Source: an optimization exercise on an open RTL-to-GDS flow (aim: small area, a short achievable clock period and few clock cycles per item). Production flows keep margins and buffers that such runs may drop.
Function was checked by simulation only, so behaviour that the tests miss may differ from the original.
Power is estimated from default activity; no workload was simulated.

// pipelineCpu
module pipelineCpu (
	input  logic           CLK,
	input  logic           RST,
	output cpuPkg::wordT   imemAddr,
	input  cpuPkg::wordT   imemData,
	output cpuPkg::wordT   dmemAddr,
	output cpuPkg::wordT   dmemWData,
	output logic           dmemRead,
	output logic           dmemWrite,
	input  cpuPkg::wordT   dmemRData,
	output logic           wbValid,
	output cpuPkg::regIdxT wbReg,
	output cpuPkg::wordT   wbData
);
	cpuPkg::wordT    pc;
	cpuPkg::wordT    nextPc;
	cpuPkg::wordT    seqPc;
	cpuPkg::wordT    brTarget;
	cpuPkg::regIdxT  fRx;
	cpuPkg::regIdxT  fRy;
	logic            fUseRx;
	logic            fUseRy;
	logic            fLoad;
	logic            fStore;
	logic            fLi;
	logic            fRegWrite;
	logic            fB;
	logic            fCond;
	logic            fJr;
	logic            fSub;
	pipePkg::resSelT fResSel;
	cpuPkg::regIdxT  fDest;
	logic [8:0]      fImm;
	logic            fFwdA;
	logic            fFwdB;
	logic            fStall;
	logic            fJrFused;
	logic            fBranch;
	logic            fPred;
	pipePkg::exCtrlT fCtrl;
	logic            exValid;
	pipePkg::exCtrlT ex;
	cpuPkg::wordT    exA;
	cpuPkg::wordT    exB;
	logic            fBypA;
	logic            fBypB;
	cpuPkg::regIdxT  exDest;
	logic [8:0]      exImm;
	cpuPkg::wordT    exAlt;
	cpuPkg::wordT    valA;
	cpuPkg::wordT    valB;
	cpuPkg::wordT    regB;
	cpuPkg::wordT    opA;
	cpuPkg::wordT    opB;
	cpuPkg::wordT    aluResult;
	logic            condTaken;
	logic            redirect;
	cpuPkg::wordT    redirectPc;
	logic [2:0]      memFlags;
	logic            memRegWrite;
	logic            memRead;
  ...
==> module pipelineCpu, before the edit <==
module pipelineCpu (
	input  logic           CLK,
	input  logic           RST,
	output cpuPkg::wordT   imemAddr,
	input  cpuPkg::wordT   imemData,
	output cpuPkg::wordT   dmemAddr,
	output cpuPkg::wordT   dmemWData,
	output logic           dmemRead,
	output logic           dmemWrite,
	input  cpuPkg::wordT   dmemRData,
	output logic           wbValid,
	output cpuPkg::regIdxT wbReg,
	output cpuPkg::wordT   wbData
);
	cpuPkg::wordT    pc;
	cpuPkg::wordT    nextPc;
	cpuPkg::wordT    seqPc;
	cpuPkg::wordT    brTarget;
	cpuPkg::regIdxT  fRx;
	cpuPkg::regIdxT  fRy;
	logic            fUseRx;
	logic            fUseRy;
	logic            fLoad;
	logic            fStore;
	logic            fLi;
	logic            fRegWrite;
	logic            fB;
	logic            fCond;
	logic            fJr;
	logic            fSub;
	pipePkg::resSelT fResSel;
	cpuPkg::regIdxT  fDest;
	logic [8:0]      fImm;
	logic            fFwdA;
	logic            fFwdB;
	logic            fStall;
	logic            fJrFused;
	logic            fBranch;
	logic            fPred;
	pipePkg::exCtrlT fCtrl;
	logic            exValid;
	pipePkg::exCtrlT ex;
	cpuPkg::wordT    exA;
	cpuPkg::wordT    exB;
	logic            fBypA;
	logic            fBypB;
	cpuPkg::regIdxT  exDest;
	logic [8:0]      exImm;
	cpuPkg::wordT    exAlt;
	cpuPkg::wordT    valA;
	cpuPkg::wordT    valB;
	cpuPkg::wordT    regB;
	cpuPkg::wordT    opA;
	cpuPkg::wordT    opB;
	cpuPkg::wordT    aluResult;
	logic            condTaken;
	logic            redirect;
	cpuPkg::wordT    redirectPc;
	logic [2:0]      memFlags;
	logic            memRegWrite;
	logic            memRead;
	logic            memWrite;
	cpuPkg::regIdxT  memDest;
	cpuPkg::wordT    memStore;
	cpuPkg::wordT    memAlu;
	cpuPkg::wordT    memResult;
	cpuPkg::regIdxT  wbDest;
	cpuPkg::wordT    wbResult;
	assign imemAddr = pc;
	assign fRx = imemData[10:8];
	assign fRy = imemData[7:5];
	instrDecoder decoder (.instr(imemData), .useRx(fUseRx), .useRy(fUseRy), .isLoad(fLoad),
		.isStore(fStore), .isLi(fLi), .regWrite(fRegWrite), .isB(fB), .isCond(fCond),
		.isJr(fJr), .sub(fSub), .resSel(fResSel), .dest(fDest),
		.imm(fImm));
	hazardUnit hazard (.rx(fRx), .ry(fRy), .useRx(fUseRx), .useRy(fUseRy), .storeRy(fStore),
		.exValid(exValid), .exRegWrite(ex.regWrite), .exLoad(ex.memRead), .exDest(exDest),
		.fwdA(fFwdA), .fwdB(fFwdB), .stall(fStall));
	assign fJrFused = fJr && exValid && ex.isLi && exDest == fRx;
	assign fBranch = fCond && imemData[7:0] != 8'd0;
	assign fPred = fB || (fCond && imemData[7]) || fJrFused;
	assign seqPc = pc + 16'd1;
	assign brTarget = seqPc + (fB ? {{5{imemData[10]}}, imemData[10:0]} :
		{{8{imemData[7]}}, imemData[7:0]});
	always_comb
	begin
		if (redirect)
			nextPc = redirectPc;
		else if (fStall)
			nextPc = pc;
		else if (fJrFused)
			nextPc = {8'd0, exImm[7:0]};
		else if (fPred)
			nextPc = brTarget;
		else
			nextPc = seqPc;
	end
	always_ff @(posedge CLK or negedge RST)
	begin
		if (!RST)
			pc <= '0;
		else
			pc <= nextPc;
	end
	always_comb
	begin
		fCtrl.sub = fSub;
		fCtrl.resSel = fResSel;
		fCtrl.regWrite = fRegWrite;
		fCtrl.memRead = fLoad;
		fCtrl.memWrite = fStore;
		fCtrl.branch = fBranch;
		fCtrl.branchNonZero = imemData[11];
		fCtrl.pred = fPred;
		fCtrl.jumpReg = fJr && !fJrFused;
		fCtrl.fwdA = fFwdA;
		fCtrl.fwdB = fFwdB;
		fCtrl.isLi = fLi;
	end
	pipeReg #(.width(1)) exValidReg (.CLK(CLK), .RST(RST), .d(!redirect && !fStall),
		.q(exValid));
	regFile regs (.CLK(CLK), .RST(RST), .rdA(fRx), .rdB(fRy), .valA(valA), .valB(valB),
		.we(memRegWrite), .wAddr(memDest), .wData(memResult));
	assign fBypA = memRegWrite && memDest == fRx;
	assign fBypB = memRegWrite && memDest == fRy;
	always_ff @(posedge CLK)
	begin
		ex <= fCtrl;
		exA <= fFwdA || !fUseRx ? '0 : (fBypA ? memResult : valA);
		exB <= fFwdB || !(fUseRy || fStore) ? '0 : (fBypB ? memResult : valB);
		exDest <= fDest;
		exImm <= fImm;
		exAlt <= fPred ? seqPc : brTarget;
	end
	assign opA = exA | (memAlu & {16{ex.fwdA}});
	assign regB = exB | (memAlu & {16{ex.fwdB}});
	assign opB = (regB & {16{!ex.memWrite}}) | {{7{exImm[8]}}, exImm};
	executeStage execute (.ctrl(ex), .opA(opA), .opB(opB), .aluResult(aluResult));
	assign condTaken = (opA == '0) ^ ex.branchNonZero;
	assign redirect = exValid && (ex.jumpReg || (ex.branch && condTaken != ex.pred));
	assign redirectPc = ex.jumpReg ? opA : exAlt;
	pipeReg #(.width(3)) memFlagReg (.CLK(CLK), .RST(RST),
		.d({exValid && ex.regWrite, exValid && ex.memRead, exValid && ex.memWrite}),
		.q(memFlags));
	assign {memRegWrite, memRead, memWrite} = memFlags;
	always_ff @(posedge CLK)
	begin
		memDest <= exDest;
		memAlu <= aluResult;
		memStore <= regB;
	end
	assign dmemAddr = memAlu;
	assign dmemWData = memStore;
	assign dmemRead = memRead;
	assign dmemWrite = memWrite;
	assign memResult = memRead ? dmemRData : memAlu;
	pipeReg #(.width(1)) wbFlagReg (.CLK(CLK), .RST(RST), .d(memRegWrite), .q(wbValid));
	always_ff @(posedge CLK)
	begin
		wbDest <= memDest;
		wbResult <= memResult;
	end
	assign wbReg = wbDest;
	assign wbData = wbResult;
endmodule
export LEC_CHECK = 0
export ABC_AREA = 1
export CAP_MARGIN = 20
export CORE_MARGIN = 2
export CORE_UTILIZATION = 40
export CTS_BUF_LIST = sky130_fd_sc_hd__clkbuf_8
export CTS_CLUSTER_SIZE = 30
export SETUP_SLACK_MARGIN = 3.5
export SLEW_MARGIN = 20
create_clock -name core_clock -period 6.2 [get_ports {CLK}]
standard.sh (not shown) runs the stock make flow with config.mk's settings and CLKGATE_MAP_FILE= SYNTH_SCRIPT=/design/flow/synth_recipe.tcl, a recipe that flattens the netlist after the stock synthesis.
==> flow/flow/run.sh <==
#!/bin/bash
# standard layout, with port buffers of a small plain buffer cell
export BUFFER_PORTS_ARGS="-buffer_cell sky130_fd_sc_hd__buf_1"
export CTS_ARGS="-sink_clustering_enable -repair_clock_nets -buf_list sky130_fd_sc_hd__clkbuf_8 -sink_clustering_size 14 -sink_clustering_max_diameter 100 -dont_use_dummy_load"
bash standard.sh > standard.log 2>&1
The first run completed with no timing, DRC or antenna violations.
Testbench counts at the start, summed over its fixed seeds: cycles 10,648, instrs 10,210.
Then changed:
--- a/flow/design.v
+++ b/flow/design.v
@@ -258,8 +258,9 @@
 	cpuPkg::regIdxT  memDest;
 	cpuPkg::wordT    memStore;
 	cpuPkg::wordT    memAlu;
 	cpuPkg::wordT    memResult;
+	logic            memLoadSel;
 	cpuPkg::regIdxT  wbDest;
 	cpuPkg::wordT    wbResult;
 	assign imemAddr = pc;
 	assign fRx = imemData[10:8];
@@ -342,14 +343,15 @@
 	begin
 		memDest <= exDest;
 		memAlu <= aluResult;
 		memStore <= regB;
+		memLoadSel <= ex.memRead;
 	end
 	assign dmemAddr = memAlu;
 	assign dmemWData = memStore;
 	assign dmemRead = memRead;
 	assign dmemWrite = memWrite;
-	assign memResult = memRead ? dmemRData : memAlu;
+	assign memResult = memLoadSel ? dmemRData : memAlu;
 	pipeReg #(.width(1)) wbFlagReg (.CLK(CLK), .RST(RST), .d(memRegWrite), .q(wbValid));
 	always_ff @(posedge CLK)
 	begin
 		wbDest <= memDest;
=> The changed run ran to the end with no violations. Global-route usage is about the same. Critical path depth is lower by 7. Synthesized cell count is higher by 0.44%. Sequential share of layout area went up by 0.33 points. Setup slack is better by 59 ps. Worst hold slack gets better by 4.0 ps. First-iteration DRC count came out higher by 12%. Power went up by 1.1%. Synthesized area barely changes. Die area is about the same. Via count hardly moves. Register-to-register slack is better by 70 ps.
Testbench counts after the change, summed over its fixed seeds: cycles 10,648, instrs 10,210.

-- static timing again, ports no longer ideal --
The results above use ideal ports. As a check the final layouts listed here were re-extracted and re-timed, cells and wires unchanged.
Step 1 (the two cells are an assumption about what drives the block):
set clk [get_ports {CLK}]
set_driving_cell -lib_cell sky130_fd_sc_hd__clkbuf_16 $clk
set_driving_cell -lib_cell sky130_fd_sc_hd__buf_2 [delete_from_list [all_inputs] $clk]
Step 2 also shifts input and output timing later by t, the mid clock arrival at the registers, as if the neighbouring blocks saw the same clock.
Slacks: ideal ports / drivers / drivers and shift; pairs: ideal ports / drivers.
run | shift t [ns] | setup WS [ns] | worst register clock-pin slew, ns | worst slew at a driven data input, ns
the first run | 0.617 | 3.446 / 3.452 / 2.835 | 0.12 / 0.12 | 0.06
the second run | 0.620 | 3.505 / 3.511 / 2.894 | 0.11 / 0.11 | 0.05
After both steps every run listed still meets setup and hold.
